Source: an optimization exercise on an open RTL-to-GDS flow (aim: small area). Production flows keep margins and buffers that such runs may drop. Where RTL was checked, it was by simulation tests only, not by an equivalence proof against the original. The RTL of runs 1 to 5 was laid out without a check of its function. No activity file was given, so power comes from the tool's default toggle rates.

`flow/run.sh`:
```
#!/bin/bash
# synth_recipe.tcl (not shown) runs the flow's synth.tcl, then flattens the netlist and writes it again
# the make line also repeats each setting of config.mk as NAME=value (left out here)
make -C /OpenROAD-flow-scripts/flow DESIGN_CONFIG=/design/flow/config.mk WORK_HOME=/design/flow/orfs CLKGATE_MAP_FILE= SYNTH_SCRIPT=/design/flow/synth_recipe.tcl finish
```
`flow/config.mk`:
```
export PLATFORM = sky130hd
export DESIGN_NAME = beam_tx
export DESIGN_NICKNAME = beam_tx
export VERILOG_FILES = /design/flow/design.v
export SDC_FILE = /design/flow/constraint.sdc
export NUM_CORES = 4
export LEC_CHECK = 0
export CAP_MARGIN = 20
export CORE_MARGIN = 2
export CORE_UTILIZATION = 40
export SLEW_MARGIN = 20
```
`flow/constraint.sdc`:
```
create_clock -name core_clock -period 8.0 [get_ports {clk}]
set_input_delay 1.6000 -clock core_clock [delete_from_list [all_inputs] [get_ports {clk}]]
set_output_delay 1.6000 -clock core_clock [all_outputs]
set_load 0.01 [all_outputs]
```
`flow/design.v`:
```
`timescale 1ns/1ns
module beam_tx (
    input  logic                          clk,
    input  logic                          rst,
    input  logic                          psel,
    input  logic                          penable,
    input  logic                          pwrite,
    input  logic [3:0]                    paddr,
    input  logic [31:0]                   pwdata,
    output logic [31:0]                   prdata,
    output logic                          pready,
    output logic                          pslverr,
    output logic [16-1:0]  tx_array,
    output logic                          scan_done
);
    function automatic logic [10:0] radd10(input logic [9:0] a, input logic [9:0] b, input logic ci);
        logic c;
        c = ci;
        for (int i = 0; i < 10; i++) begin
            radd10[i] = a[i] ^ b[i] ^ c;
            c = (a[i] & b[i]) | (c & (a[i] ^ b[i]));
        end
        radd10[10] = c;
    endfunction
    function automatic logic [12:0] rdec13(input logic [12:0] a);
        logic b;
        b = 1'b1;
        for (int i = 0; i < 13; i++) begin
            rdec13[i] = a[i] ^ b;
            b = b & ~a[i];
        end
    endfunction
    logic        access, wr_en;
    logic [7:0]  r_0;
    logic [7:0]  step;
    logic [12:0] num_points;
    logic        done_flag;
    logic        busy;
    assign access = psel && penable;
    assign wr_en  = access && pwrite;
    always_ff @(posedge clk) begin
        if (rst) begin
            r_0        <= '0;
            step       <= '0;
            num_points <= '0;
        end else if (wr_en) begin
            if (paddr == 4'h0) begin
                r_0  <= pwdata[7:0];
                step <= pwdata[15:8];
            end
            if (paddr == 4'h4) begin
                num_points <= pwdata[12:0];
            end
        end
    end
    assign pready  = 1'b1;
    assign pslverr = access && (paddr[1:0] != 2'b00);
    always_comb begin
        prdata = '0;
        if (access && !pwrite) begin
            case (paddr)
                4'h0:    prdata = {16'b0, step, r_0};
                4'h4: prdata = {19'b0, num_points};
                4'hC: prdata = {30'b0, done_flag, busy};
                default:          prdata = '0;
            endcase
        end
    end
    localparam logic [1:0] ST_IDLE = 2'd0;
    localparam logic [1:0] ST_WAIT = 2'd1;    
    localparam logic [1:0] ST_ARM  = 2'd2;    
    localparam logic [1:0] ST_ACT  = 2'd3;    
    logic [1:0]  state;
    logic [12:0] pts_left;    
    logic [4:0]  p;           
    logic [4:0]  lo;          
    logic [6:0]  acc;         
    logic [6:0]  w;           
    logic        dir;         
    logic [3:0]  j;           
    logic [9:0]  v;           
    logic        idle;
    logic        wait_st;
    logic        pre;         
    logic        reload;
    logic        capture;
    assign idle      = (state == ST_IDLE);
    assign wait_st   = (state == ST_WAIT);
    assign pre       = wait_st && (p == 5'd4);
    assign capture   = wait_st && (p == 5'd5);
    assign reload    = wait_st && (p[3:0] == 4'hf);
    assign busy      = !idle && !pre;
    assign scan_done = idle && (p == 5'd27);
    always_ff @(posedge clk) begin
        if (rst || pre) begin
            done_flag <= 1'b0;
        end else if (scan_done) begin
            done_flag <= 1'b1;
        end
    end
    logic [4:0]  q;
    logic [2:0]  r;
    logic        big;
    assign big = (w[6:5] != 2'd0) || (w[4] && (w[3:0] != 4'd0 || dir));
    always_comb begin
        q = 5'd0;
        r = 3'd0;
        if ({dir, w} == 8'd0) begin q = 5'd16; r = 3'd0; end
        if ({dir, w} == 8'd1) begin q = 5'd16; r = 3'd0; end
        if ({dir, w} == 8'd128) begin q = 5'd16; r = 3'd0; end
        if ({dir, w} == 8'd2) begin q = 5'd8; r = 3'd0; end
        if ({dir, w} == 8'd129) begin q = 5'd8; r = 3'd0; end
        if ({dir, w} == 8'd3) begin q = 5'd5; r = 3'd1; end
        if ({dir, w} == 8'd130) begin q = 5'd5; r = 3'd1; end
        if ({dir, w} == 8'd4) begin q = 5'd4; r = 3'd0; end
        if ({dir, w} == 8'd131) begin q = 5'd4; r = 3'd0; end
        if ({dir, w} == 8'd5) begin q = 5'd3; r = 3'd1; end
        if ({dir, w} == 8'd132) begin q = 5'd3; r = 3'd1; end
        if ({dir, w} == 8'd6) begin q = 5'd2; r = 3'd4; end
        if ({dir, w} == 8'd133) begin q = 5'd2; r = 3'd4; end
        if ({dir, w} == 8'd7) begin q = 5'd2; r = 3'd2; end
        if ({dir, w} == 8'd134) begin q = 5'd2; r = 3'd2; end
        if ({dir, w} == 8'd8) begin q = 5'd2; r = 3'd0; end
        if ({dir, w} == 8'd135) begin q = 5'd2; r = 3'd0; end
        if ({dir, w} == 8'd9) begin q = 5'd1; r = 3'd7; end
        if ({dir, w} == 8'd136) begin q = 5'd1; r = 3'd7; end
        if ({dir, w} == 8'd10) begin q = 5'd1; r = 3'd6; end
        if ({dir, w} == 8'd137) begin q = 5'd1; r = 3'd6; end
        if ({dir, w} == 8'd11) begin q = 5'd1; r = 3'd5; end
        if ({dir, w} == 8'd138) begin q = 5'd1; r = 3'd5; end
        if ({dir, w} == 8'd12) begin q = 5'd1; r = 3'd4; end
        if ({dir, w} == 8'd139) begin q = 5'd1; r = 3'd4; end
        if ({dir, w} == 8'd13) begin q = 5'd1; r = 3'd3; end
        if ({dir, w} == 8'd140) begin q = 5'd1; r = 3'd3; end
        if ({dir, w} == 8'd14) begin q = 5'd1; r = 3'd2; end
        if ({dir, w} == 8'd141) begin q = 5'd1; r = 3'd2; end
        if ({dir, w} == 8'd15) begin q = 5'd1; r = 3'd1; end
        if ({dir, w} == 8'd142) begin q = 5'd1; r = 3'd1; end
        if ({dir, w} == 8'd16) begin q = 5'd1; r = 3'd0; end
        if ({dir, w} == 8'd143) begin q = 5'd1; r = 3'd0; end
    end
    function automatic logic lt3(input logic [2:0] a, input logic [2:0] b);
        logic l;
        l = 1'b0;
        for (int i = 0; i < 3; i++) begin
            l = (~a[i] & b[i]) | (~(a[i] ^ b[i]) & l);
        end
        lt3 = l;
    endfunction
    logic        lt;
    logic [10:0] s;
    logic [10:0] s_lo;
    logic [10:0] s_hi;
    logic [6:0]  acc_next;
    logic [10:0] p_sum;
    assign lt       = (acc[6:4] == 3'd0) && (big || (!acc[3] && lt3(acc[2:0], r)));
    assign s        = radd10({3'd0, acc}, lt ? {3'd0, w} : 10'd0, lt && dir);
    assign s_lo     = radd10({6'd0, s[3:0]}, {7'h7f, ~r}, 1'b1);
    assign s_hi     = radd10({6'd0, s[7:4]}, 10'h3ff, 1'b0);
    assign acc_next = big ? {s_hi[2:0], s[3:0]} : {3'd0, s_lo[3:0]};
    assign p_sum    = radd10({5'd0, p}, {5'd0, q[4:1] & {4{!wait_st}}, q[0] | wait_st}, lt && !wait_st);
    function automatic logic [15:0] therm(input logic [4:0] x);
        for (int k = 0; k < 16; k++) begin
            logic g;
            g = 1'b0;
            for (int b = 0; b < 4; b++) begin
                if (((k >> b) & 1) == 0) g = x[b] | g;
                else                     g = x[b] & g;
            end
            therm[k] = x[4] | g;
        end
    endfunction
    logic [15:0] fire;
    assign fire = therm(p) & ~therm(lo);
    always_comb begin
        for (int i = 0; i < 16; i++) begin
            tx_array[i] = (state == ST_ACT) && (dir ? fire[15-i] : fire[i]);
        end
    end
    logic [10:0] v_dec;
    assign v_dec = radd10(v, {3'b111, ~w}, !dir);    
    always_ff @(posedge clk) begin
        if (capture) begin
            dir <= step[7];
            w   <= step[6:0] ^ {7{step[7]}};
            j   <= (r_0[7:2] == 6'd0) ? {step[7], ~step[7], ~step[7], ~step[7]} : 4'd0;
            case (r_0[1:0])
                2'd0: v <= 10'd0;
                2'd1: v <= 10'd259;
                2'd2: v <= 10'd519;
                default: v <= 10'd779;
            endcase
        end else if (j != 4'd0 && v_dec[10]) begin
            v <= v_dec[9:0];
            j <= {j[3] & (j[2:0] != 3'd0), j[2] ^ (j[1:0] == 2'd0), j[1] ^ ~j[0], ~j[0]};
        end
    end
    always_ff @(posedge clk) begin
        if (rst || idle) begin
            p <= 5'd4;
        end else if (wait_st) begin
            p   <= reload ? {1'b0, j} : p_sum[4:0];
            acc <= (j == 4'd0) ? 7'd0 : v[6:0];
        end else if (state == ST_ACT && p[4]) begin
            p <= 5'd27;
        end else begin
            lo  <= (state == ST_ARM) ? 5'd0 : p;
            p   <= (p_sum[4] | p_sum[5]) ? 5'd16 : p_sum[4:0];
            acc <= acc_next;
        end
    end
    always_ff @(posedge clk) begin
        if (pre) begin
            pts_left <= num_points;
        end else if (state == ST_ACT && p[4]) begin
            pts_left <= rdec13(pts_left);
        end
    end
    always_ff @(posedge clk) begin
        if (rst) begin
            state <= ST_IDLE;
        end else begin
            case (state)
                ST_IDLE: begin
                    if (wr_en && (paddr == 4'h8) && pwdata[0]) begin
                        state <= ST_WAIT;
                    end
                end
                ST_WAIT: begin
                    if (reload) begin
                        state <= ST_ARM;
                    end
                end
                ST_ARM: begin
                    state <= ST_ACT;
                end
                default: begin
                    if (p[4]) begin
                        state <= (pts_left[12:1] == 12'd0) ? ST_IDLE : ST_WAIT;
                    end
                end
            endcase
        end
    end
endmodule
```
==> results of run 1 <==
[sequential cells by signal, summed over array words and instances, names as in the netlist]
signal and cells:
step 8, pts_left 13, v 10, acc 7, w 7, state 2
done_flag 1, dir 1, lo 5, p 5, j 4, r_0 8
num_points 13
[worst paths after layout]
check	end	slack (ps)	start	cells after the start
max reg2reg	acc[6]	2290	dir	20
max	prdata[14]	2190	paddr[3]	5
min	r_0[7]	480	r_0[7]	2
min reg2reg	r_0[7]	480	r_0[7]	2
[power by group through the flow]
stage               sequential [mW]  combinational [mW]  clock, mW
finish                        0.576               0.248      0.388
CTS                           0.576               0.251      0.396
detailed placement            0.585               0.249          0
floorplan                     0.574               0.189          0
global route                  0.583               0.288      0.413
global placement              0.582               0.240          0
[layout by cell type, fill, tap and decap left out, types with 4 or more instances in the layout]
master and n:
or3_1 4, a21boi_0 6, edfxtp_1 47, a21oi_1 56, o31ai_1 4, xor2_1 8, nor4_1 6, a22oi_1 11
fa_1 20, xnor2_1 4, nor2b_1 13, a211oi_1 4, ha_1 24, nand3_1 6, clkbuf_16 9, nor2_1 64
dfxtp_1 37, and3_1 5, clkdlybuf4s50_1 58, mux2i_1 23, o22ai_1 4, conb_1 17, nand4_1 6, nand3b_1 4
nand2_1 57, inv_1 48, or2_2 5, nor3b_1 5, nor3_1 18, and2_1 10, o21ai_0 16
[stage by stage]
| stage | cell area, µm² | total power, mW | setup WS (ps) | util, % |
|---|---|---|---|---|
| 2_1_floorplan | 5637 | 0.7635 | 3071 | - |
| 3_3_place_gp | 6192 | 0.8226 | 1932 | 44.96 |
| 3_5_place_dp | 6201 | 0.8335 | 2068 | 45.02 |
| 4_1_cts | 6475 | 1.223 | 2060 | 47.01 |
| 5_1_grt | 6484 | 1.284 | 1834 | 47.07 |
| 6_report | 6484 | 1.212 | 2185 | 47.07 |
[cells by family (layout without fill, tap and decap cells)]
family	count (synthesis)	after routing
buf+inv	104	126
xor+xnor	12	12
other cells	2	17
simple gates	215	215
mux	23	23
flops	84	84
compound gates	132	132
fa+ha+maj	44	44
[final cells by class]
| type | count | area [µm²] | share of cell area [%] |
|---|---|---|---|
| Multi-Input combinational cell | 443 | 3045 | 46.97 |
| Inverter | 49 | 183.9 | 2.837 |
| Clock buffer | 14 | 264.0 | 4.072 |
| Sequential cell | 84 | 2152 | 33.19 |
| Clock inverter | 2 | 10.01 | 0.1544 |
| Timing Repair Buffer | 61 | 603.1 | 9.301 |
| Tap cell | 180 | 225.2 | 3.474 |
[per-layer routing]
layer,track usage (%),wire length (µm)
met2,29.33,5919
met1,25.13,6197
met3,3.324,543
met5,0,0
met4,4.598,135
[critical path: stages]
cell and delay (ps):
clkdlybuf4s50_1 670, nor4_4 790, nor3b_1 420, and2_1 190
clkdlybuf4s50_1 540
==> metrics.md, run 1 <==
| Metric | Value |
|---|---|
| Sequential share of power | 47.5% |
| CTS tree | built |
| Worst setup EP type | output port |
| Clock sink total | 84 |
| Post-synthesis mux area share | 4.126% |
| Clock root cell | clkbuf_16 |
| Detailed-route DRC error count | 0 |
| TritonCTS buffer count | 9 |
| Routed WL per cell | 15.36 µm |
| Maximum VDD drop | 0.1048 mV |
| Synth top area cells | edfxtp_1, dfxtp_1, fa_1 |
| Worst setup SP type | input port |
| Die Width | 122.1 µm |
| Die Y | 122.1 µm |
| Final wirelength | 12800 µm |
| Non-filler cells in the finished layout | 833 |
| Most common cell in the netlist | nor2_1 |
| Via/cell ratio | 5.331 |
| Net count, final | 733 |
| CTS max path bufs | 2 |
| Largest net degree at the start of global routing | 34 |
| Clk slew on worst S/H paths | 60 ps |
| Detailed Place HPWL | 9357 µm |
| Crit Path Class | input port to output port |
| Number of flops mapped to enable cells by yosys | 47 |
| Pin slew with the least headroom to its limit | 908.6 ps |
| GP Congestion | 0.8400 |
| Fill count | 1315 |
| Simple-Gate Fraction of Synth Area | 19.13% |
| Mapped Area | 5580 µm² |
| Register area share after synthesis | 38.57% |
| Iteration-0 DRC Markers | 373 |
| Largest family of logic cells by synthesized area | simple AND/OR/NAND/NOR gates |
| Post-route setup TNS | 0 ps |
| Post-CTS setup buffer count | 0 |
| Async set-reset flop share out of synthesis | 0% |
| Tcrit/Tclk final | 72.69% |
| Vias in the first global route | 4273 |
| Worst Path Arrival | 4210 ps |
| Setup Skew | 9.186 ps |
| Total global routing overflow | 0 |
| Row count | 43 |
| Switching Share | 27.73% |
| Max Cap Viol | 0 |
| Combinational group share of total power | 20.5% |
| Leakage | 2.439 nW |
| Synth top area share | 25.29% |
| Port Buffers | 58 |
| RSZ-0062 raised after global routing | no |
| Max H-tree Level | 3 |
| Syn. warnings | 1 |
| Antenna diodes | 0 |
| CORE AREA | 13770 µm² |
| Seq cells post-synth | 84 |
| Hold Buf Count CTS | 0 |
| Max-slew violations | 0 |
| Starting Density | 40.52% |
| Clock network fraction of total power | 32.0% |
| Final hold vios | 0 |
| Top cells by count, synth | nor2_1, nand2_1, a21oi_1 |
| Post-synth top area cell | edfxtp_1 |
| Max-slew headroom | 38.97% |
| Final setup viols | 0 |
| Pint | 0.8756 mW |
| PwrDens | 186.9 nW/µm² |
| Synth Area in XOR/XNOR | 1.883% |
| Post-synthesis cell count | 616 |
| Top FF cell, synth | edfxtp_1 |
| DRT Pass-1 Iters | 5 |
| I/O pin cnt | 92 |
| Max Clock Freq | 0.1720 GHz |
| Clk latency of the worst-skew pair | 340 ps |
| DP Cell Count | 817 |
| Number of distinct library cells after synthesis | 63 |
| Worst EP required | 6400 ps |
| Status | no timing/DRC/antenna violations |
| Initial antenna violation count | 0 |
| P&R area growth vs syn | 16.19% |
| Syn avg cell area | 9.059 µm² |
| Die ar. | 14910 µm² |
| First-pass GRT wire length | 21420 µm |
| Hold Path Class | register to register |
| DRT antenna net count | 0 |
| DR vias | 4441 |
| GRT Util Overall | 18.14% |
| CP max FO | 14 |
| Period minus WS final | 5815 ps |
| Compound-cell area share of the yosys netlist | 15.27% |
| WHS | 477.0 ps |
| Adder-Cell Fraction of Synth Area | 12.56% |
| Share of cells above drive strength 1 | 4.594% |
| Sw power | 0.3360 mW |
| Post-CTS sizing | 0 |
==> inputs of run 2 (changes only) <==
--- a/flow/config.mk
+++ b/flow/config.mk
@@ -10,2 +10,5 @@
 export CORE_UTILIZATION = 40
+export CTS_BUF_LIST = sky130_fd_sc_hd__clkbuf_8
+export CTS_CLUSTER_DIAMETER = 100
+export CTS_CLUSTER_SIZE = 30
 export SLEW_MARGIN = 20
==> metrics.md, run 2 <==
| Metric | Value |
|---|---|
| DRT antenna net count | 0 |
| TritonCTS buffer count | 9 |
| Starting Density | 40.52% |
| Worst setup EP type | output port |
| Commonest non-fill, non-tap cell in the layout | nor2_1 |
| Area of the multi-input gates | 3045 µm² |
| Register area share after synthesis | 38.57% |
| Row count | 43 |
| Final setup viols | 0 |
| Seq cells post-synth | 84 |
| Synth top area cells | edfxtp_1, dfxtp_1, fa_1 |
| Largest net degree at the start of global routing | 34 |
| RSZ-0062 raised after global routing | no |
| Non-filler cells in the finished layout | 833 |
| DRT Pass-1 Iters | 6 |
| Final hold vios | 0 |
| Die Y | 122.1 µm |
| Final Util | 46.34% |
| CTS tree | built |
| Share of cells above drive strength 1 | 4.594% |
| Max H-tree Level | 3 |
| Most common cell in the netlist | nor2_1 |
| Number of flops mapped to enable cells by yosys | 47 |
| PwrDens | 171.4 nW/µm² |
| Crit-path most repeated cell | clkdlybuf4s50_1 |
| Number of distinct library cells after synthesis | 63 |
| Routed WL per cell | 15.21 µm |
| CTS max path bufs | 2 |
| Max-slew violations | 0 |
| Final wirelength | 12670 µm |
| Hold_sp | r_0[7] |
| Die ar. | 14910 µm² |
| Area after DPL | 6201 µm² |
| Total global routing overflow | 0 |
| Clk latency of the worst-skew pair | 350 ps |
| Net count, final | 733 |
| Worst setup margin | 2194 ps |
| Maximum VDD drop | 0.07606 mV |
| Biggest regs | num_points (13), pts_left (13), v (10) |
| Clk slew on worst S/H paths | 80 ps |
| Vias in the first global route | 4242 |
| Post-synth top area cell | edfxtp_1 |
| I/O pin cnt | 92 |
| Die Width | 122.1 µm |
| Hold Path Class | register to register |
| Leakage | 2.405 nW |
| GRT Util Overall | 17.95% |
| Fill count | 1323 |
| DP Cell Count | 817 |
| Detailed-route DRC error count | 0 |
| Synth top area share | 25.29% |
| Iteration-0 DRC Markers | 395 |
| Crit Path Class | input port to output port |
| Post-CTS sizing | 0 |
| Max-slew headroom | 39.22% |
| Worst slack, placed | 2068 ps |
| Post-route setup TNS | 0 ps |
| Setup Skew | 15.30 ps |
| Async set-reset flop share out of synthesis | 0% |
| Antenna diodes | 0 |
| Post-CTS setup buffer count | 0 |
| Initial antenna violation count | 0 |
| CP max FO | 14 |
| Via/cell ratio | 5.288 |
| Max Cap Viol | 0 |
| First-pass GRT wire length | 21290 µm |
| Post-synthesis cell count | 616 |
| DR vias | 4405 |
| Detailed Place HPWL | 9357 µm |
| Max Clock Freq | 0.1722 GHz |
| Storage cell area | 2152 µm² |
| Most frequent cells in the layout | nor2_1, clkdlybuf4s50_1, nand2_1 |
| Final instance area | 6382 µm² |
| Clock root cell | clkbuf_8 |
| CORE AREA | 13770 µm² |
| Hold Buf Count CTS | 0 |
| P&R area growth vs syn | 14.37% |
| Syn. warnings | 1 |
| Worst Path Arrival | 4210 ps |
| CP max-delay cell | nor4_4 |
| Port Buffers | 58 |
| Tcrit/Tclk final | 72.58% |
| Status | no timing/DRC/antenna violations |
| Period minus WS final | 5806 ps |
| CP Cell Sequence | clkdlybuf4s50_1 > nor4_4 > nor3b_1 > and2_1 > clkdlybuf4s50_1 |
| Worst setup SP type | input port |
| Setup crit start | paddr[3] |
| Worst EP required | 6400 ps |
| Clock sink total | 84 |
| Top cells by count, synth | nor2_1, nand2_1, a21oi_1 |
| Mapped Area | 5580 µm² |
| Pin slew with the least headroom to its limit | 905.0 ps |
| Syn avg cell area | 9.059 µm² |
| Top FF cell, synth | edfxtp_1 |
| GP Congestion | 0.8400 |
| Worst R2R Start | dir |
| Critical Path Max Stage Delay | 780 ps |
-- run 2: cells by family after synthesis --
kind of cell	Yosys count	share of synthesized area, %
XOR/XNOR	12	1.883
flip-flops	84	38.56
other	2	0.1346
AND/OR/NAND/NOR	215	19.13
AO/OA/AOI/OAI	132	15.27
multiplexers	23	4.126
buffers and inverters	104	8.341
adder cells (fa/ha/maj)	44	12.56
-- run 2: path summary, 6_finish.rpt --
| kind | to | slack [ps] | cells past startpoint |
|---|---|---|---|
| max | prdata[14] | 2190 | 5 |
| min | r_0[7] | 480 | 2 |
| max reg2reg | acc[6] | 2320 | 20 |
| min reg2reg | r_0[7] | 480 | 2 |
-- run 2: final cells by class --
type | instances | area share [%]
clock buffer | 11 | 2.372
timing repair buffer | 61 | 9.449
inverter | 49 | 2.882
clock inverter | 5 | 0.3333
multi-input combinational | 443 | 47.72
sequential | 84 | 33.72
tap | 180 | 3.529
-- run 2: stage by stage --
stage | total power [mW] | hold slack (ps)
CTS | 1.105 | 480.8
finish | 1.094 | 482.4
floorplan | 0.7635 | 421.7
detailed placement | 0.8335 | 469.5
global route | 1.168 | 505.0
global placement | 0.8226 | 458.0
-- run 2: routing by layer --
metal | global-route usage [%] | part of all wire [%] | up-vias
li1 | - | - | 2182
met1 | 25.14 | 48 | 2088
met2 | 29.09 | 46 | 125
met3 | 2.622 | 4.8 | 10
met4 | 4.813 | 1.0 | 0
met5 | 0 | 0 | -
-- run 2: power breakdown --
| part | switching (mW) | total [mW] | internal, mW |
|---|---|---|---|
| combinational | 0.145 | 0.248 | 0.103 |
| sequential | 0.0295 | 0.574 | 0.545 |
| clock | 0.146 | 0.272 | 0.126 |
| total | 0.321 | 1.09 | 0.774 |
-- run 2: worst max-delay path: cells and delay by family --
| family | cells | cell delay, ps |
|---|---|---|
| buffers and inverters | 2 | 1210 |
| AND/OR/NAND/NOR | 3 | 1390 |
==> inputs of run 3 (changes only) <==
--- a/flow/design.v
+++ b/flow/design.v
@@ -141,21 +141,11 @@
     end
-    function automatic logic lt3(input logic [2:0] a, input logic [2:0] b);
-        logic l;
-        l = 1'b0;
-        for (int i = 0; i < 3; i++) begin
-            l = (~a[i] & b[i]) | (~(a[i] ^ b[i]) & l);
-        end
-        lt3 = l;
-    endfunction
     logic        lt;
+    logic [10:0] t;
     logic [10:0] s;
-    logic [10:0] s_lo;
-    logic [10:0] s_hi;
     logic [6:0]  acc_next;
     logic [10:0] p_sum;
-    assign lt       = (acc[6:4] == 3'd0) && (big || (!acc[3] && lt3(acc[2:0], r)));
-    assign s        = radd10({3'd0, acc}, lt ? {3'd0, w} : 10'd0, lt && dir);
-    assign s_lo     = radd10({6'd0, s[3:0]}, {7'h7f, ~r}, 1'b1);
-    assign s_hi     = radd10({6'd0, s[7:4]}, 10'h3ff, 1'b0);
-    assign acc_next = big ? {s_hi[2:0], s[3:0]} : {3'd0, s_lo[3:0]};
+    assign t        = radd10({3'd0, acc}, {5'h1f, ~big, 1'b1, ~r}, 1'b1);
+    assign lt       = !t[10];
+    assign s        = radd10({3'd0, t[6:0]}, lt ? {3'd0, w} : 10'd0, lt && dir);
+    assign acc_next = s[6:0];
     assign p_sum    = radd10({5'd0, p}, {5'd0, q[4:1] & {4{!wait_st}}, q[0] | wait_st}, lt && !wait_st);
--- a/flow/config.mk
+++ b/flow/config.mk
@@ -10,5 +10,2 @@
 export CORE_UTILIZATION = 40
-export CTS_BUF_LIST = sky130_fd_sc_hd__clkbuf_8
-export CTS_CLUSTER_DIAMETER = 100
-export CTS_CLUSTER_SIZE = 30
 export SLEW_MARGIN = 20
==> metrics.md, run 3 <==
| Metric | Value |
|---|---|
| GP Congestion | 0.9041 |
| CORE AREA | 13350 µm² |
| Seq cells post-synth | 84 |
| Register area share after synthesis | 38.92% |
| Routed WL per cell | 15.16 µm |
| Syn avg cell area | 9.094 µm² |
| Synth top area share | 25.53% |
| Max-slew headroom | 45.32% |
| Clk slew on worst S/H paths | 60 ps |
| First-pass GRT wire length | 20640 µm |
| Clk latency of the worst-skew pair | 330 ps |
| Max Cap Viol | 0 |
| Post-CTS setup buffer count | 0 |
| Synth top area cells | edfxtp_1, dfxtp_1, fa_1 |
| DRT antenna net count | 0 |
| Most frequent cells in the layout | nand2_1, nor2_1, clkdlybuf4s50_1 |
| DRT Pass-1 Iters | 5 |
| Total global routing overflow | 0 |
| I/O pin cnt | 92 |
| Crit Path Class | register to register |
| Top FF cell, synth | edfxtp_1 |
| CTS tree | built |
| Worst setup EP type | register |
| Biggest regs | num_points (13), pts_left (13), v (10) |
| Pin slew with the least headroom to its limit | 820.2 ps |
| Largest net degree at the start of global routing | 34 |
| Number of distinct library cells after synthesis | 61 |
| Share of cells above drive strength 1 | 5.077% |
| Net count, final | 731 |
| Antenna diodes | 0 |
| Starting Density | 41.42% |
| Final hold vios | 0 |
| Commonest non-fill, non-tap cell in the layout | nand2_1 |
| Detailed Place HPWL | 9613 µm |
| Worst setup SP type | register |
| Clock sink total | 84 |
| Die ar. | 14780 µm² |
| Worst slack, placed | 1798 ps |
| Row count | 42 |
| Post-route setup TNS | 0 ps |
| Port Buffers | 58 |
| Mapped Area | 5529 µm² |
| Number of flops mapped to enable cells by yosys | 47 |
| Detailed-route DRC error count | 0 |
| Max Clock Freq | 0.1617 GHz |
| Final setup viols | 0 |
| PwrDens | 188.0 nW/µm² |
| Pwr Total | 1.205 mW |
| Maximum VDD drop | 0.09439 mV |
| P&R area growth vs syn | 15.91% |
| Iteration-0 DRC Markers | 300 |
| Post-synth top area cell | edfxtp_1 |
| Die Y | 121.6 µm |
| Worst Path Arrival | 6260 ps |
| Vias in the first global route | 4164 |
| CP max FO | 19 |
| Max H-tree Level | 3 |
| Clock root cell | clkbuf_16 |
| Fill count | 1296 |
| CTS max path bufs | 2 |
| Most common cell in the netlist | nand2_1 |
| GRT Util Overall | 17.58% |
| Syn. warnings | 1 |
| Post-synthesis cell count | 608 |
| Worst EP required | 8080 ps |
| Final wirelength | 12520 µm |
| Post-CTS sizing | 0 |
| Max-slew violations | 0 |
| Hold Buf Count CTS | 0 |
| Die Width | 121.6 µm |
| Period minus WS final | 6183 ps |
| TritonCTS buffer count | 9 |
| Tcrit/Tclk final | 77.29% |
| Setup Skew | 8.111 ps |
| Hold Path Class | register to register |
| Worst setup margin | 1817 ps |
| Initial antenna violation count | 0 |
| Leakage | 2.440 nW |
| Status | no timing/DRC/antenna violations |
| Top cells by count, synth | nand2_1, nor2_1, inv_1 |
| Via/cell ratio | 5.215 |
| RSZ-0062 raised after global routing | no |
| Async set-reset flop share out of synthesis | 0% |
| DR vias | 4308 |
## run 3: stage by stage
| stage | cells | hold WS (ps) | area [µm²] | utilization, % |
|---|---|---|---|---|
| after detailed placement | 810 | 465.2 | 6111 | 45.78 |
| after global placement | 810 | 458.6 | 6107 | 45.75 |
| after CTS | 826 | 474.0 | 6400 | 47.95 |
| after floorplan | 623 | 421.7 | 5585 | - |
| after global routing | 826 | 505.2 | 6409 | 48.01 |
| final | 826 | 482.7 | 6409 | 48.01 |
## run 3: path summary, 6_finish.rpt
kind / start / to / slack (ps) / depth (start not counted)
max: dir / acc[6] / 1820 / 25
min: r_0[7] / r_0[7] / 480 / 2
max reg2reg: dir / acc[6] / 1820 / 25
min reg2reg: r_0[7] / r_0[7] / 480 / 2
## run 3: worst max-delay path: stages (launching register included)
cell      delay, ps
edfxtp_1        820
xnor2_1         210
a211oi_1        290
ha_1            190
inv_1            50
fa_1            350
inv_1            70
fa_1            160
ha_1            140
inv_1            50
fa_1            350
inv_1            60
ha_1            140
ha_1            320
nand2_1         130
fa_1            420
fa_1            400
fa_1            370
inv_1            80
fa_1            150
inv_1            50
fa_1            370
fa_1            380
xnor2_1         180
xnor2_1         140
o21ai_0          80
## run 3: logic make-up after synthesis
group,share of synthesized area (%)
adder cells (fa/ha/maj),13.03
flip-flops,38.92
buffers and inverters,9.255
AND/OR/NAND/NOR,19.55
AO/OA/AOI/OAI,13.24
XOR/XNOR,2.059
multiplexers,3.802
other,0.1358
## run 3: layer usage
metal,track usage (%),wire length [µm]
met1,23.97,5776
met2,28.20,5980
met3,2.762,597
met4,6.897,169
met5,0,0
## run 3: layout make-up
cell class	instances	area (µm²)	share of cell area (%)
Multi-Input combinational cell	434	2934	45.78
Inverter	54	202.7	3.163
Timing Repair Buffer	62	610.6	9.528
Clock inverter	3	18.77	0.2929
Sequential cell	84	2152	33.58
Tap cell	176	220.2	3.436
Clock buffer	13	270.3	4.217
## run 3: where the power goes
group	switching, mW	internal [mW]	leakage (nW)
combinational	0.136	0.0926	1.55
clock	0.167	0.236	0.142
sequential	0.0295	0.544	0.752
==> inputs of run 4 (changes only) <==
==> flow/flow/run.sh (new file) <==
#!/bin/bash
# Own layout flow: the standard flow (standard.sh) with two changes that
# only affect buffer choice:
#  - port buffers use the smallest buffer cell (buf_1) instead of the
#    default pick (clkdlybuf4s50_1);
#  - clock tree synthesis uses clkbuf_8 buffers and no dummy loads.
# make's full output goes to flow_make.log here; ORFS keeps each step's log
# under orfs/logs.
set -euo pipefail
bash standard.sh \
    "BUFFER_PORTS_ARGS=-buffer_cell sky130_fd_sc_hd__buf_1" \
    "CTS_ARGS=-sink_clustering_enable -repair_clock_nets -buf_list sky130_fd_sc_hd__clkbuf_8 -dont_use_dummy_load" \
    finish > flow_make.log 2>&1
==> flow/standard.sh (new file) <==
#!/bin/bash
# synth_recipe.tcl (not shown) runs the flow's synth.tcl, then flattens the netlist and writes it again
# the make line also repeats each setting of config.mk as NAME=value (left out here)
make -C /OpenROAD-flow-scripts/flow DESIGN_CONFIG=/design/flow/config.mk WORK_HOME=/design/flow/orfs CLKGATE_MAP_FILE= SYNTH_SCRIPT=/design/flow/synth_recipe.tcl "${@:-finish}"
removed: flow/run.sh
==> metrics.md, run 4 <==
| Metric | Value |
|---|---|
| Status | no timing/DRC/antenna violations |
| Hold Buf Count CTS | 0 |
| Biggest regs | num_points (13), pts_left (13), v (10) |
| Period minus WS final | 6187 ps |
| Worst setup margin | 1813 ps |
| GRT Util Overall | 17.45% |
| Met1 global-route usage | 23.69% |
| Iteration-0 DRC Markers | 281 |
| Post-synthesis cell count | 608 |
| DRT Pass-1 Iters | 5 |
| Mapped Area | 5529 µm² |
| Row count | 42 |
| GP Congestion | 0.8532 |
| Max-slew headroom | 46.68% |
| Worst R2R Start | dir |
| Register area share after synthesis | 38.92% |
| Top Family by Delay on Critical Path | adder cells |
| CP max-delay cell | edfxtp_1 |
| Final hold vios | 0 |
| Stages on the worst setup path | 25 |
| Final setup viols | 0 |
| CTS max path bufs | 2 |
| First-pass GRT wire length | 20380 µm |
| TritonCTS buffer count | 9 |
| DRT antenna net count | 0 |
| Critical path buffer and inverter count | 6 |
| M2 GR Usage | 28.55% |
| Post-CTS sizing | 0 |
| Clk slew on worst S/H paths | 80 ps |
| Total global routing overflow | 0 |
| Detailed Place HPWL | 9347 µm |
| Top cells by count, synth | nand2_1, nor2_1, inv_1 |
| PwrDens | 174.8 nW/µm² |
| Top FF cell, synth | edfxtp_1 |
| Final Util | 44.09% |
| Reg2Reg Depth | 25 |
| Async set-reset flop share out of synthesis | 0% |
| Antenna diodes | 0 |
| Net count, final | 732 |
| Most common cell in the netlist | nand2_1 |
| Final wirelength | 12250 µm |
| Die ar. | 14780 µm² |
| Starting Density | 41.42% |
| Share of cells above drive strength 1 | 4.193% |
| Hold Path Class | register to register |
| P&R area growth vs syn | 6.427% |
| Synth top area cells | edfxtp_1, dfxtp_1, fa_1 |
| Detailed-route DRC error count | 0 |
| Initial antenna violation count | 0 |
| Routed WL per cell | 14.94 µm |
| I/O pin cnt | 92 |
| CORE AREA | 13350 µm² |
| Number of distinct library cells after synthesis | 61 |
| Commonest non-fill, non-tap cell in the layout | nand2_1 |
| Max H-tree Level | 3 |
| Die Width | 121.6 µm |
| Worst R2R Setup Slack | 1810 ps |
| Vias in the first global route | 4103 |
| CP max FO | 19 |
| Non-filler cells in the finished layout | 820 |
| Critical Path Max Stage Delay | 810 ps |
| Worst setup EP type | register |
| Setup Skew | 24.02 ps |
| Max Clock Freq | 0.1616 GHz |
| Post-CTS setup buffer count | 0 |
| Worst slack, placed | 1747 ps |
| Clk latency of the worst-skew pair | 360 ps |
| Maximum VDD drop | 0.06070 mV |
| Seq cells post-synth | 84 |
| Grt peak-use layer | met2 |
| Clock sink total | 84 |
| Reg2Reg Capture Point | acc[6] |
| Max Cap Viol | 0 |
| Post-route setup TNS | 0 ps |
| DP Cell Count | 811 |
| Crit path to | acc[6] |
| Tcrit/Tclk final | 77.34% |
| DR vias | 4264 |
| RSZ-0062 raised after global routing | no |
| Port Buffers | 58 |
| Most frequent cells in the layout | nand2_1, nor2_1, buf_1 |
| Synth top area share | 25.53% |
| Setup crit start | dir |
| Pin slew with the least headroom to its limit | 799.7 ps |
| Worst setup SP type | register |
| Clock root cell | clkbuf_8 |
| Leakage | 2.225 nW |
| Die Y | 121.6 µm |
| Number of flops mapped to enable cells by yosys | 47 |
| Met3 usage | 3.090% |
| Via/cell ratio | 5.200 |
| Worst Path Arrival | 6290 ps |
| Largest net degree at the start of global routing | 34 |
| Crit Path Class | register to register |
| Syn avg cell area | 9.094 µm² |
| CTS tree | built |
| Max-slew violations | 0 |
| Worst EP required | 8110 ps |
| Syn. warnings | 1 |
| WHS | 478.1 ps |
| Crit-path most repeated cell | fa_1 |
| Post-synth top area cell | edfxtp_1 |
[run 4: power by group]
| part | switching (mW) | internal [mW] | total, mW |
|---|---|---|---|
| logic | 0.134 | 0.0860 | 0.220 |
| registers | 0.0289 | 0.543 | 0.572 |
| clock network | 0.136 | 0.101 | 0.237 |
[run 4: worst min path at each step]
| stage | start | to | slack [ps] | cells past startpoint |
|---|---|---|---|---|
| final | r_0[3] | r_0[3] | 480 | 2 |
| after global routing | r_0[6] | r_0[6] | 500 | 2 |
| after CTS | r_0[3] | r_0[3] | 480 | 2 |
| after detailed placement | r_0[3] | r_0[3] | 470 | 2 |
| after global placement | r_0[7] | r_0[7] | 460 | 2 |
| after floorplan | step[7] | dir | 420 | 0 |
[run 4: cell families after synthesis]
logic type      after synthesis  synth area share [%]
compound gates              118                 13.24
xor+xnor                     13                 2.059
fa+ha+maj                    45                 13.03
buf+inv                     105                 9.255
flops                        84                 38.92
mux                          21                 3.802
other cells                   2                0.1358
simple gates                220                 19.55
[run 4: worst min-delay path, delay by kind of cell, from the launching register on]
kind / cells / cell delay, ps
simple gates: 1 / 50
flops: 1 / 320
compound gates: 1 / 60
[run 4: routing by layer]
metal	share of wire, %	vias up	wire (µm)
li1	-	2108	-
met1	47	2008	5781
met2	47	137	5740
met3	5.1	11	619
met4	0.90	0	110
met5	0	-	0
[run 4: final cells by class]
type,instances,area [µm²]
clock buffer,9,123.9
fill,1339,7463
inverter,54,202.7
multi-input combinational,434,2930
sequential,84,2152
tap,176,220.2
timing repair buffer,63,255.2
[run 4: metrics by stage]
stage               cell area (µm²)  power [mW]
finish                         5884       1.028
global route                   5884       1.099
CTS                            5876       1.043
detailed placement             5752      0.8033
global placement               5752      0.7929
floorplan                      5585      0.7468
==> inputs of run 5 (changes only) <==
--- a/flow/flow/run.sh
+++ b/flow/flow/run.sh
@@ -11,3 +11,3 @@
     "BUFFER_PORTS_ARGS=-buffer_cell sky130_fd_sc_hd__buf_1" \
-    "CTS_ARGS=-sink_clustering_enable -repair_clock_nets -buf_list sky130_fd_sc_hd__clkbuf_8 -dont_use_dummy_load" \
+    "CTS_ARGS=-sink_clustering_enable -repair_clock_nets -buf_list sky130_fd_sc_hd__clkbuf_16 -sink_clustering_size 100 -sink_clustering_max_diameter 1000 -dont_use_dummy_load" \
     finish > flow_make.log 2>&1
==> metrics.md, run 5 <==
| Metric | Value |
|---|---|
| Top cells by count, synth | nand2_1, nor2_1, inv_1 |
| Top Family by Delay on Critical Path | adder cells |
| RSZ-0062 raised after global routing | no |
| DRT antenna net count | 0 |
| Post-CTS setup buffer count | 0 |
| Net count, final | 732 |
| Tcrit/Tclk final | 77.35% |
| Die ar. | 14780 µm² |
| Post-CTS sizing | 0 |
| Synth top area share | 25.53% |
| Final wirelength | 12190 µm |
| Worst setup EP type | register |
| Final setup viols | 0 |
| Setup Skew | 13.24 ps |
| Row count | 42 |
| Setup crit start | dir |
| P&R area growth vs syn | 8.260% |
| First-pass GRT wire length | 20420 µm |
| Crit-path most repeated cell | fa_1 |
| Clk slew on worst S/H paths | 60 ps |
| Critical Path Max Stage Delay | 800 ps |
| Post-route setup TNS | 0 ps |
| Max Cap Viol | 0 |
| Detailed-route DRC error count | 0 |
| Number of distinct library cells after synthesis | 61 |
| Antenna diodes | 0 |
| Number of flops mapped to enable cells by yosys | 47 |
| Max-slew violations | 0 |
| DR vias | 4251 |
| Port Buffers | 58 |
| Worst setup SP type | register |
| Clk latency of the worst-skew pair | 330 ps |
| TritonCTS buffer count | 9 |
| Post-synthesis cell count | 608 |
| Maximum VDD drop | 0.1082 mV |
| DRT Pass-1 Iters | 5 |
| Vias in the first global route | 4107 |
| Mapped Area | 5529 µm² |
| Via/cell ratio | 5.184 |
| CTS max path bufs | 2 |
| I/O pin cnt | 92 |
| Syn avg cell area | 9.094 µm² |
| Top FF cell, synth | edfxtp_1 |
| Starting Density | 41.42% |
| Pin slew with the least headroom to its limit | 809.4 ps |
| CP max-delay cell | edfxtp_1 |
| Synth top area cells | edfxtp_1, dfxtp_1, fa_1 |
| Total global routing overflow | 0 |
| Max-slew headroom | 46.04% |
| Initial antenna violation count | 0 |
| Biggest regs | num_points (13), pts_left (13), v (10) |
| Share of cells above drive strength 1 | 4.193% |
| Worst R2R Start | dir |
| Most common cell in the netlist | nand2_1 |
| GRT Util Overall | 17.38% |
| Hold Path Class | register to register |
| Seq cells post-synth | 84 |
| Detailed Place HPWL | 9347 µm |
| CORE AREA | 13350 µm² |
| Largest net degree at the start of global routing | 34 |
| Iteration-0 DRC Markers | 255 |
| Hold_sp | r_0[7] |
| Crit Path Class | register to register |
| Async set-reset flop share out of synthesis | 0% |
| Clock sink total | 84 |
| Max H-tree Level | 3 |
| Most frequent cells in the layout | nand2_1, nor2_1, buf_1 |
| Critical path buffer and inverter count | 6 |
| Pwr Total | 1.137 mW |
| Worst setup margin | 1812 ps |
| Commonest non-fill, non-tap cell in the layout | nand2_1 |
| Syn. warnings | 1 |
| Leakage | 2.271 nW |
| Final Util | 44.84% |
| PwrDens | 189.9 nW/µm² |
| Worst slack, placed | 1747 ps |
| Clock root cell | clkbuf_16 |
| Worst Path Arrival | 6260 ps |
| Final hold vios | 0 |
| Status | no timing/DRC/antenna violations |
| CTS tree | built |
| Routed WL per cell | 14.86 µm |
| Period minus WS final | 6188 ps |
| Die Width | 121.6 µm |
| GP Congestion | 0.8532 |
| Post-synth top area cell | edfxtp_1 |
| Max Clock Freq | 0.1616 GHz |
| Register area share after synthesis | 38.92% |
| CP max FO | 19 |
| Die Y | 121.6 µm |
| Worst EP required | 8070 ps |
| Hold Buf Count CTS | 0 |
## run 5: cell counts after synthesis
Identical to the previous run, type by type.
## run 5: path summary, 6_finish.rpt
| path | end | slack (ps) | cells past startpoint |
|---|---|---|---|
| setup / recovery | acc[6] | 1810 | 25 |
| hold / removal | r_0[7] | 480 | 2 |
| hold reg to reg | r_0[7] | 480 | 2 |
| setup reg to reg | acc[6] | 1810 | 25 |
## run 5: per-stage QoR
step	instances	area [µm²]	hold WS [ps]
floorplan	623	5585	421.7
global placement	811	5752	458.0
detailed placement	811	5752	466.9
CTS	820	5977	474.3
global route	820	5986	495.0
finish	820	5986	476.0
## run 5: logic make-up (layout without fill, tap and decap cells)
kind of cell             count (synthesis)  after routing  synth area share [%]
buffers and inverters                  105            126                 9.255
AND/OR/NAND/NOR                        220            220                 19.55
multiplexers                            21             21                 3.802
XOR/XNOR                                13             13                 2.059
adder cells (fa/ha/maj)                 45             45                 13.03
AO/OA/AOI/OAI                          118            118                 13.24
other                                    2             17                0.1358
flip-flops                              84             84                 38.92
## run 5: layout make-up
class / instances / area (µm²)
tap: 176 / 220.2
clock buffer: 9 / 225.2
sequential: 84 / 2152
timing repair buffer: 63 / 255.2
inverter: 54 / 202.7
multi-input combinational: 434 / 2930
fill: 1325 / 7362
## run 5: layer usage
metal,vias to the layer above,part of all wire [%],track usage (%)
li1,2107,-,-
met1,2002,47,23.81
met5,-,0,0
met4,0,1.0,4.885
met2,130,47,28.44
met3,12,5.0,3.043
## run 5: power breakdown
part           switching, mW  total, mW  internal (mW)
Combinational          0.134      0.220         0.0859
Sequential            0.0291      0.573          0.544
Clock                  0.147      0.344          0.198
Total                  0.310       1.14          0.827
## run 5: worst reg2reg max path: cells and delay by family, from the launching register on
family	cells	cell delay, ps
buffers and inverters	6	360
AOI/OAI and AO/OA	2	360
DFF	1	800
adders and majority gates	13	3740
and+or+nand+nor	1	120
xor gates and xnor gates	3	530
==> inputs of run 6 (changes only) <==
--- a/flow/design.v
+++ b/flow/design.v
@@ -24,8 +24,8 @@
     endfunction
-    function automatic logic [12:0] rdec13(input logic [12:0] a);
-        logic b;
-        b = 1'b1;
+    function automatic logic [12:0] rinc13(input logic [12:0] a);
+        logic c;
+        c = 1'b1;
         for (int i = 0; i < 13; i++) begin
-            rdec13[i] = a[i] ^ b;
-            b = b & ~a[i];
+            rinc13[i] = a[i] ^ c;
+            c = c & a[i];
         end
@@ -73,3 +73,3 @@
     logic [1:0]  state;
-    logic [12:0] pts_left;    
+    logic [12:0] pts_n;       
     logic [4:0]  p;           
@@ -77,3 +77,4 @@
     logic [6:0]  acc;         
-    logic [6:0]  w;           
+    logic [6:0]  wn;          
+    logic [6:0]  w;
     logic        dir;         
@@ -103,2 +104,3 @@
     logic        big;
+    assign w   = ~wn;
     assign big = (w[6:5] != 2'd0) || (w[4] && (w[3:0] != 4'd0 || dir));
@@ -170,3 +172,3 @@
     logic [10:0] v_dec;
-    assign v_dec = radd10(v, {3'b111, ~w}, !dir);    
+    assign v_dec = radd10(v, {3'b111, wn}, !dir);    
     always_ff @(posedge clk) begin
@@ -174,3 +176,3 @@
             dir <= step[7];
-            w   <= step[6:0] ^ {7{step[7]}};
+            wn  <= step[6:0] ^ {7{!step[7]}};
             j   <= (r_0[7:2] == 6'd0) ? {step[7], ~step[7], ~step[7], ~step[7]} : 4'd0;
@@ -203,5 +205,5 @@
         if (pre) begin
-            pts_left <= num_points;
+            pts_n <= ~num_points;
         end else if (state == ST_ACT && p[4]) begin
-            pts_left <= rdec13(pts_left);
+            pts_n <= rinc13(pts_n);
         end
@@ -228,3 +230,3 @@
                     if (p[4]) begin
-                        state <= (pts_left[12:1] == 12'd0) ? ST_IDLE : ST_WAIT;
+                        state <= (pts_n[12:1] == 12'hfff) ? ST_IDLE : ST_WAIT;
                     end
==> flow/flow/run.sh (replaced) <==
#!/bin/bash
# Own layout flow: the standard flow (standard.sh) with changes that only
# affect buffer and tie cell choice:
#  - port buffers use the smallest buffer cell (buf_1) instead of the
#    default pick (clkdlybuf4s50_1);
#  - clock tree synthesis uses clkbuf_8 buffers and no dummy loads;
#  - SKIP_REPAIR_TIE_FANOUT=1 (1: one tie cell drives all constant outputs).
# make's full output goes to flow_make.log here; ORFS keeps each step's log
# under orfs/logs.
set -euo pipefail
bash standard.sh \
    "BUFFER_PORTS_ARGS=-buffer_cell sky130_fd_sc_hd__buf_1" \
    "CTS_ARGS=-sink_clustering_enable -repair_clock_nets -buf_list sky130_fd_sc_hd__clkbuf_8 -dont_use_dummy_load" \
    "SKIP_REPAIR_TIE_FANOUT=1" \
    finish > flow_make.log 2>&1
==> metrics.md, run 6 <==
| Metric | Value |
|---|---|
| Top cells by count, synth | nand2_1, edfxtp_1, nor2_1 |
| Worst setup SP type | register |
| Clk latency of the worst-skew pair | 360 ps |
| Sw power | 0.2985 mW |
| Post-synthesis cell count | 588 |
| Final setup viols | 0 |
| Max-slew headroom | 35.93% |
| Async set-reset flop share out of synthesis | 0% |
| Detailed Place HPWL | 9022 µm |
| Reg2Reg Depth | 23 |
| Synth top area cells | edfxtp_1, dfxtp_1, fa_1 |
| Register area share after synthesis | 39.23% |
| Status | no timing/DRC/antenna violations |
| Biggest regs | num_points (13), pts_n (13), v (10) |
| PwrDens | 179.1 nW/µm² |
| Setup Skew | 29.09 ps |
| Clock sink total | 84 |
| Post-CTS setup buffer count | 0 |
| Final hold vios | 0 |
| Post-route setup TNS | 0 ps |
| Pin slew with the least headroom to its limit | 956.6 ps |
| Max Clock Freq | 0.1631 GHz |
| Worst Path Arrival | 6210 ps |
| CTS max path bufs | 2 |
| Tcrit/Tclk final | 76.63% |
| Worst R2R Start | dir |
| Max-slew violations | 0 |
| Post-synth top area cell | edfxtp_1 |
| Iteration-0 DRC Markers | 333 |
| Hold Path Class | register to register |
| Compound-cell area share of the yosys netlist | 14.44% |
| Die ar. | 14670 µm² |
| Syn avg cell area | 9.329 µm² |
| Commonest non-fill, non-tap cell in the layout | nand2_1 |
| Hold_sp | r_0[7] |
| Mapped Area | 5485 µm² |
| CTS tree | built |
| Largest net degree at the start of global routing | 35 |
| Clock root cell | clkbuf_8 |
| Post-CTS sizing | 0 |
| Switching Share | 28.91% |
| Adder-Cell Fraction of Synth Area | 13.14% |
| Number of distinct library cells after synthesis | 61 |
| Maximum VDD drop | 0.09136 mV |
| Setup crit start | dir |
| Vias in the first global route | 4124 |
| Pint | 0.7341 mW |
| Worst EP required | 8080 ps |
| Fill count | 1294 |
| Largest family of logic cells by synthesized area | simple AND/OR/NAND/NOR gates |
| Most common cell in the netlist | nand2_1 |
| Clk slew on worst S/H paths | 90 ps |
| Final wirelength | 12130 µm |
| Detailed-route DRC error count | 0 |
| RSZ-0062 raised after global routing | no |
| Syn. warnings | 1 |
| Post-synthesis mux area share | 3.832% |
| Worst Hold Depth | 2 |
| TritonCTS buffer count | 9 |
| Row count | 42 |
| DR vias | 4172 |
| Synth Area in XOR/XNOR | 1.916% |
| Combinational group share of total power | 21.4% |
| Simple-Gate Fraction of Synth Area | 19.50% |
| Leakage | 2.006 nW |
| Crit-path most repeated cell | fa_1 |
| I/O pin cnt | 92 |
| P&R area growth vs syn | 5.109% |
| GRT Util Overall | 17.73% |
| DRT Pass-1 Iters | 5 |
| Via/cell ratio | 5.356 |
| Max Cap Viol | 0 |
| CP max-delay cell | edfxtp_1 |
| DP Cell Count | 770 |
| Most frequent cells in the layout | nand2_1, buf_1, edfxtp_1 |
| Number of flops mapped to enable cells by yosys | 47 |
| Top FF cell, synth | edfxtp_1 |
| Clock network fraction of total power | 22.6% |
| Die Y | 121.1 µm |
| Total global routing overflow | 0 |
| Sequential share of power | 56.0% |
| Max H-tree Level | 3 |
| First-pass GRT wire length | 20670 µm |
| DRT antenna net count | 0 |
| Share of cells above drive strength 1 | 3.814% |
| Die Width | 121.1 µm |
| Crit Path Class | register to register |
| CP Cell Sequence | inv_1 > and3_1 > o21ai_0 > and3_1 > fa_1 > ha_1 > inv_1 > fa_1 > inv_1 > ha_1 > ha_1 > nand2b_1 > fa_1 > fa_1 > fa_1 > inv_1 > fa_1 > inv_1 > fa_1 > fa_1 > xor2_1 > xnor2_1 > o21ai_0 |
| Critical Path Max Stage Delay | 720 ps |
| Synth top area share | 25.73% |
| Net count, final | 691 |
| CORE AREA | 13300 µm² |
| Routed WL per cell | 15.57 µm |
| Worst setup EP type | register |
| Initial antenna violation count | 0 |
| Hold Buf Count CTS | 0 |
| Seq cells post-synth | 84 |
| GP Congestion | 0.8464 |
| Non-filler cells in the finished layout | 779 |
| Starting Density | 41.26% |
| CP max FO | 17 |
| Period minus WS final | 6130 ps |
| Antenna diodes | 0 |
| Port Buffers | 58 |
-- run 6: changes by cell type after synthesis, moves of 7 or more --
cell	delta
a21oi_1	-13
clkbuf_1	+7
inv_1	-20
nand2_1	+7
nor2_1	-23
o21ai_0	-7
o21ai_1	+19
-- run 6: cell families (layout without fill, tap and decap cells) --
group,Yosys count,in the layout
XOR/XNOR,12,12
flip-flops,84,84
other,2,2
adder cells (fa/ha/maj),45,45
AND/OR/NAND/NOR,213,213
multiplexers,21,21
buffers and inverters,88,103
AO/OA/AOI/OAI,123,123
-- run 6: layer usage --
metal	part of all wire (%)	track usage [%]	routed length [µm]
met5	0	0	0
met4	1.6	6.395	199
met3	4.8	1.880	585
met2	46	28.48	5548
met1	48	24.80	5796
-- run 6: path summary, 6_finish.rpt --
| check | slack (ps) | to |
|---|---|---|
| hold reg to reg | 480 | r_0[7] |
| hold / removal | 480 | r_0[7] |
| setup reg to reg | 1870 | acc[6] |
| setup / recovery | 1870 | acc[6] |
-- run 6: power groups by stage --
stage	sequential (mW)	combinational (mW)	clock, mW
2_1_floorplan	0.577	0.175	0
3_3_place_gp	0.587	0.212	0
3_5_place_dp	0.590	0.224	0
4_1_cts	0.580	0.226	0.244
5_1_grt	0.586	0.261	0.257
6_report	0.579	0.221	0.233
-- run 6: per-stage QoR --
| stage | util [%] | power (mW) | setup slack [ps] | hold WS [ps] | instance area [µm²] |
|---|---|---|---|---|---|
| 3_3_place_gp | 42.41 | 0.7986 | 1929 | 457.9 | 5638 |
| 3_5_place_dp | 42.43 | 0.8138 | 1840 | 464.3 | 5642 |
| 5_1_grt | 43.37 | 1.105 | 1415 | 505.9 | 5766 |
| 6_report | 43.37 | 1.033 | 1870 | 479.5 | 5766 |
| 2_1_floorplan | - | 0.7525 | 2528 | 421.7 | 5485 |
| 4_1_cts | 43.37 | 1.049 | 1857 | 477.5 | 5766 |
-- run 6: layout make-up --
type,count,area (µm²),area share [%]
Multi-Input combinational cell,416,2909,50.46
Sequential cell,84,2152,37.33
Timing Repair Buffer,60,232.7,4.036
Tap cell,176,220.2,3.819
Inverter,34,127.6,2.214
Clock buffer,9,123.9,2.148
-- run 6: critical path: cells and delay by family, from the launching register on --
kind | cells | cell delay (ps)
fa+ha+maj | 11 | 3250
buf+inv | 5 | 630
simple gates | 3 | 670
compound gates | 2 | 270
xor+xnor | 2 | 310
flops | 1 | 720
==> inputs of run 7 (changes only) <==
--- a/flow/design.v
+++ b/flow/design.v
@@ -168,3 +168,3 @@
         for (int i = 0; i < 16; i++) begin
-            tx_array[i] = (state == ST_ACT) && (dir ? fire[15-i] : fire[i]);
+            tx_array[i] = dir ? fire[15-i] : fire[i];
         end
@@ -193,4 +193,3 @@
         end else if (wait_st) begin
-            p   <= reload ? {1'b0, j} : p_sum[4:0];
-            acc <= (j == 4'd0) ? 7'd0 : v[6:0];
+            p <= reload ? {1'b0, j} : p_sum[4:0];
         end else if (state == ST_ACT && p[4]) begin
@@ -198,6 +197,11 @@
         end else begin
-            lo  <= (state == ST_ARM) ? 5'd0 : p;
-            p   <= (p_sum[4] | p_sum[5]) ? 5'd16 : p_sum[4:0];
-            acc <= acc_next;
-        end
+            p <= (p_sum[4] | p_sum[5]) ? 5'd16 : p_sum[4:0];
+        end
+    end
+    always_ff @(posedge clk) begin
+        acc <= wait_st ? ((j == 4'd0) ? 7'd0 : v[6:0]) : acc_next;
+    end
+    always_ff @(posedge clk) begin
+        lo[4]   <= rst || !state[1] || p[4];
+        lo[3:0] <= p[3:0] & {4{state[0]}};    
     end
==> metrics.md, run 7 <==
| Metric | Value |
|---|---|
| Post-synth top area cell | edfxtp_1 |
| Clk latency of the worst-skew pair | 350 ps |
| Clock root cell | clkbuf_8 |
| Sequential share of power | 51.1% |
| Status | no timing/DRC/antenna violations |
| Starting Density | 40.57% |
| DP Cell Count | 777 |
| TritonCTS buffer count | 9 |
| RSZ-0062 raised after global routing | no |
| Largest family of logic cells by synthesized area | simple AND/OR/NAND/NOR gates |
| Crit Path Class | register to register |
| Period minus WS final | 6392 ps |
| Hold Buf Count CTS | 0 |
| Port Buffers | 58 |
| First-pass GRT wire length | 19950 µm |
| Routed WL per cell | 14.69 µm |
| Commonest non-fill, non-tap cell in the layout | nand2_1 |
| DRT antenna net count | 0 |
| Antenna diodes | 0 |
| Worst EP required | 8210 ps |
| WHS | 474.5 ps |
| Register area share after synthesis | 38.12% |
| Final wirelength | 11550 µm |
| Worst setup SP type | register |
| Row count | 42 |
| Syn avg cell area | 9.034 µm² |
| CTS max path bufs | 2 |
| Mapped Area | 5330 µm² |
| Post-route setup TNS | 0 ps |
| Max-slew violations | 0 |
| Die Y | 119.4 µm |
| I/O pin cnt | 92 |
| DR vias | 4052 |
| GRT Util Overall | 17.31% |
| Combinational group share of total power | 28.7% |
| Switching Share | 31.59% |
| Initial antenna violation count | 0 |
| Hold Path Class | register to register |
| Top cells by count, synth | nand2_1, nor2_1, dfxtp_1 |
| Clock network fraction of total power | 20.2% |
| Net count, final | 699 |
| Syn. warnings | 1 |
| Iteration-0 DRC Markers | 353 |
| Worst setup EP type | register |
| Max-slew headroom | 41.49% |
| Seq cells post-synth | 84 |
| Leakage | 2.078 nW |
| Simple-Gate Fraction of Synth Area | 19.93% |
| Max H-tree Level | 3 |
| Sw power | 0.3695 mW |
| Post-CTS setup buffer count | 0 |
| Detailed Place HPWL | 8538 µm |
| Total global routing overflow | 0 |
| Top sig layer | met4 |
| Tcrit/Tclk final | 79.90% |
| Worst Path Arrival | 6600 ps |
| Detailed-route DRC error count | 0 |
| Non-filler cells in the finished layout | 786 |
| Final hold vios | 0 |
| Largest net degree at the start of global routing | 35 |
| Share of cells above drive strength 1 | 4.098% |
| Post-synthesis cell count | 590 |
| Number of distinct library cells after synthesis | 56 |
| GP Congestion | 0.8214 |
| Die Width | 119.4 µm |
| Routed wl met3 | 398 µm |
| Fill count | 1353 |
| CP max FO | 22 |
| WL met1 | 5657 µm |
| Pwr Total | 1.170 mW |
| Met2 wire len | 5360 µm |
| Compound-cell area share of the yosys netlist | 13.24% |
| Final setup viols | 0 |
| Synth Area in XOR/XNOR | 1.972% |
| Post-synthesis mux area share | 5.141% |
| Top FF cell, synth | dfxtp_1 |
| CORE AREA | 13140 µm² |
| Async set-reset flop share out of synthesis | 0% |
| Maximum VDD drop | 0.08848 mV |
| Clk slew on worst S/H paths | 80 ps |
| PwrDens | 207.7 nW/µm² |
| Via/cell ratio | 5.155 |
| Synth top area cells | edfxtp_1, dfxtp_1, fa_1 |
| Clock sink total | 84 |
| Most common cell in the netlist | nand2_1 |
| Die ar. | 14260 µm² |
| Max Clock Freq | 0.1564 GHz |
| Biggest regs | num_points (13), pts_n (13), v (10) |
| Post-CTS sizing | 0 |
| Pin slew with the least headroom to its limit | 873.9 ps |
| DRT Pass-1 Iters | 5 |
| Final Util | 42.87% |
| Pint | 0.8002 mW |
| P&R area growth vs syn | 5.657% |
| Adder-Cell Fraction of Synth Area | 13.76% |
| Synth top area share | 19.72% |
| Max Cap Viol | 0 |
| Number of flops mapped to enable cells by yosys | 35 |
| Most frequent cells in the layout | nand2_1, nor2_1, buf_1 |
| Vias in the first global route | 4105 |
| Setup Skew | 23.54 ps |
| CTS tree | built |
[run 7: cell types whose count changed after synthesis, moves of 5 or more]
cell / previous run / this run
o21ai_0: 14 / 39
o21ai_1: 19 / 0
nor2_1: 43 / 58
dfxtp_1: 37 / 49
edfxtp_1: 47 / 35
clkbuf_1: 26 / 16
and2_1: 6 / 13
nor2b_1: 16 / 10
a211oi_1: 5 / 0
[run 7: cells by family after synthesis]
logic type,after synthesis
AOI/OAI and AO/OA,114
buffers and inverters,83
DFF,84
and+or+nand+nor,222
xor gates and xnor gates,12
other,2
muxes,27
adders and majority gates,46
[run 7: final cells by class]
class / count / area [µm²] / share of cell area [%]
Multi-Input combinational cell: 423 / 2892 / 51.34
Sequential cell: 84 / 2032 / 36.08
Timing Repair Buffer: 61 / 240.2 / 4.266
Tap cell: 176 / 220.2 / 3.910
Clock buffer: 9 / 123.9 / 2.200
Inverter: 33 / 123.9 / 2.200
[run 7: worst paths after layout]
check	startpoint	endpoint	slack, ps	cells past startpoint
setup / recovery	dir	acc[6]	1610	27
hold reg to reg	r_0[3]	r_0[3]	470	2
hold / removal	r_0[3]	r_0[3]	470	2
setup reg to reg	dir	acc[6]	1610	27
[run 7: through the flow]
step	setup slack [ps]	cell area (µm²)
5_1_grt	1119	5632
3_3_place_gp	1626	5504
6_report	1608	5632
2_1_floorplan	2396	5330
3_5_place_dp	1571	5508
4_1_cts	1558	5632
[run 7: power groups by stage]
stage	clock [mW]	combinational, mW	sequential [mW]
final	0.236	0.335	0.598
after global routing	0.265	0.411	0.609
after CTS	0.246	0.345	0.600
after detailed placement	0	0.341	0.609
after global placement	0	0.319	0.605
after floorplan	0	0.268	0.596
[run 7: per-layer routing]
metal / vias up / global-route usage (%)
met5: - / 0
met4: 0 / 5.588
li1: 2044 / -
met3: 9 / 2.538
met2: 87 / 27.95
met1: 1912 / 23.97
[run 7: worst max-delay path, stage by stage (launching register included)]
cell       delay, ps
edfxtp_1         360
buf_4            210
inv_1            390
nor2_1           110
a2111oi_0        460
ha_1             230
inv_1             50
fa_1             360
inv_1             80
fa_1             160
ha_1             140
inv_1             50
fa_1             350
inv_1             60
ha_1             140
ha_1             330
nand2b_1         130
fa_1             430
fa_1             400
fa_1             380
inv_1             80
fa_1             160
inv_1             50
fa_1             390
fa_1             390
xor2_1           180
xnor2_1          130
o21ai_0           80
==> inputs of run 8 (changes only) <==
--- a/flow/flow/run.sh
+++ b/flow/flow/run.sh
@@ -6,3 +6,4 @@
 #  - clock tree synthesis uses clkbuf_8 buffers and no dummy loads;
-#  - SKIP_REPAIR_TIE_FANOUT=1 (1: one tie cell drives all constant outputs).
+#  - SKIP_REPAIR_TIE_FANOUT=1: one tie cell drives all constant outputs;
+#  - RECOVER_POWER=100: downsize gates off the critical paths after routing.
 # make's full output goes to flow_make.log here; ORFS keeps each step's log
@@ -14,2 +15,3 @@
     "SKIP_REPAIR_TIE_FANOUT=1" \
+    "RECOVER_POWER=100" \
     finish > flow_make.log 2>&1
==> metrics.md, run 8 <==
| Metric | Value |
|---|---|
| Total global routing overflow | 0 |
| Stages on the worst setup path | 27 |
| Reg2Reg Depth | 27 |
| Initial antenna violation count | 0 |
| Register area share after synthesis | 38.12% |
| Syn avg cell area | 9.034 µm² |
| DRT Pass-1 Iters | 4 |
| I/O pin cnt | 92 |
| Share of cells above drive strength 1 | 2.787% |
| CTS tree | built |
| Simple-Gate Fraction of Synth Area | 19.93% |
| Number of flops mapped to enable cells by yosys | 35 |
| GRT Util Overall | 17.31% |
| Largest net degree at the start of global routing | 35 |
| Tcrit/Tclk final | 84.46% |
| Biggest regs | num_points (13), pts_n (13), v (10) |
| Routed WL per cell | 14.66 µm |
| Worst R2R Start | dir |
| Detailed-route DRC error count | 0 |
| Syn. warnings | 1 |
| Largest family of logic cells by synthesized area | simple AND/OR/NAND/NOR gates |
| Post-synthesis mux area share | 5.141% |
| Seq cells post-synth | 84 |
| Antenna diodes | 0 |
| Die ar. | 14260 µm² |
| Clock sink total | 84 |
| Clk slew on worst S/H paths | 80 ps |
| Crit-path most repeated cell | fa_1 |
| Worst EP required | 8210 ps |
| Die Y | 119.4 µm |
| DRT antenna net count | 0 |
| Final Util | 42.56% |
| Max Cap Viol | 3 |
| Top sig layer | met4 |
| Most common cell in the netlist | nand2_1 |
| Top Family by Delay on Critical Path | adder cells |
| Status | complete, but fails checks |
| Post-CTS sizing | 0 |
| Worst setup margin | 1243 ps |
| Worst setup SP type | register |
| RSZ-0062 raised after global routing | no |
| Adder-Cell Fraction of Synth Area | 13.76% |
| Setup Skew | 23.74 ps |
| Detailed Place HPWL | 8538 µm |
| Async set-reset flop share out of synthesis | 0% |
| Post-CTS setup buffer count | 0 |
| Iteration-0 DRC Markers | 298 |
| Synth top area share | 19.72% |
| CP max-delay cell | inv_1 |
| Crit path to | acc[6] |
| Pwr Total | 1.168 mW |
| Row count | 42 |
| Final setup viols | 0 |
| Clk latency of the worst-skew pair | 350 ps |
| PwrDens | 208.8 nW/µm² |
| P&R area growth vs syn | 4.906% |
| Most frequent cells in the layout | nand2_1, nor2_1, buf_1 |
| Post-route setup TNS | 0 ps |
| Starting Density | 40.57% |
| Mapped Area | 5330 µm² |
| Critical path buffer and inverter count | 8 |
| Max-slew headroom | -76.22% |
| Post-synthesis cell count | 590 |
| Number of distinct library cells after synthesis | 56 |
| Worst R2R Setup Slack | 1240 ps |
| Via/cell ratio | 5.146 |
| DR vias | 4045 |
| Routed wl met3 | 361 µm |
| Port Buffers | 58 |
| WL met1 | 5634 µm |
| Post-synth top area cell | edfxtp_1 |
| Worst setup EP type | register |
| Final wirelength | 11520 µm |
| Hold Buf Count CTS | 0 |
| Compound-cell area share of the yosys netlist | 13.24% |
| Die Width | 119.4 µm |
| Max-slew violations | 64 |
| Maximum VDD drop | 0.08838 mV |
| Crit Path Class | register to register |
| Top FF cell, synth | dfxtp_1 |
| Synth top area cells | edfxtp_1, dfxtp_1, fa_1 |
| Leakage | 2.050 nW |
| Worst slack, placed | 1571 ps |
| Met2 wire len | 5397 µm |
| Synth Area in XOR/XNOR | 1.972% |
| Setup crit start | dir |
| Top cells by count, synth | nand2_1, nor2_1, dfxtp_1 |
| Worst Path Arrival | 6960 ps |
| SO Faults | max-capacitance violations, max-slew violations |
| Reg2Reg Capture Point | acc[6] |
| WHS | 476.4 ps |
| Commonest non-fill, non-tap cell in the layout | nand2_1 |
| First-pass GRT wire length | 19950 µm |
| Hold Path Class | register to register |
| Clock root cell | clkbuf_8 |
| TritonCTS buffer count | 9 |
| Max H-tree Level | 3 |
| Final hold vios | 0 |
| Net count, final | 699 |
| Pin slew with the least headroom to its limit | 2607 ps |
| CTS max path bufs | 2 |
| Critical Path Max Stage Delay | 540 ps |
| CORE AREA | 13140 µm² |
| GP Congestion | 0.8214 |
| Period minus WS final | 6757 ps |
| Max Clock Freq | 0.1480 GHz |
| Vias in the first global route | 4105 |
| CP max FO | 22 |
## run 8: cell counts after synthesis
Identical to the previous run, type by type.
## run 8: worst min-delay path by stage
stage / from / to / slack (ps) / depth (start not counted)
after floorplan: step[7] / dir / 420 / 0
after global placement: r_0[3] / r_0[3] / 460 / 2
after detailed placement: r_0[3] / r_0[3] / 470 / 2
after CTS: r_0[3] / r_0[3] / 480 / 2
after global routing: r_0[4] / r_0[4] / 500 / 2
final: r_0[3] / r_0[3] / 480 / 2
## run 8: area by class of cell
| cell class | instances | area [µm²] |
|---|---|---|
| fillers | 1359 | 7546 |
| repair buffers | 61 | 229.0 |
| flip-flops and latches | 84 | 2032 |
| well taps | 176 | 220.2 |
| inverters | 33 | 123.9 |
| multi-input cells | 423 | 2863 |
| clock buffers | 9 | 123.9 |
## run 8: stage by stage
stage / std cells / cell area, µm²
floorplan: 590 / 5330
global placement: 777 / 5504
detailed placement: 777 / 5508
CTS: 786 / 5632
global route: 786 / 5592
finish: 786 / 5592
## run 8: routing by layer
layer / track usage (%) / vias up
met1: 23.97 / 1916
li1: - / 2044
met3: 2.538 / 9
met4: 5.588 / 0
met2: 27.95 / 76
met5: 0 / -
## run 8: kinds of logic after synthesis
family / after synthesis
xor+xnor: 12
mux: 27
simple gates: 222
buf+inv: 83
fa+ha+maj: 46
compound gates: 114
flops: 84
other cells: 2
## run 8: report_power, final
part	internal, mW	switching, mW	leakage, nW
clock network	0.101	0.136	0.0647
registers	0.559	0.0405	0.743
logic	0.140	0.192	1.24
total	0.799	0.368	2.05
## run 8: tightest hold or removal path, stage by stage, from the launching register on
cell,delay (ps)
dfxtp_1,320
nand2_1,60
a21oi_1,50

Check on run 8: ideal ports give 1.243 ns setup slack; a clkbuf_16 on the clock port and buf_2 on the inputs give 1.243 ns; moving port delays by the midpoint clock arrival (0.373 ns) as well gives 1.243 ns.
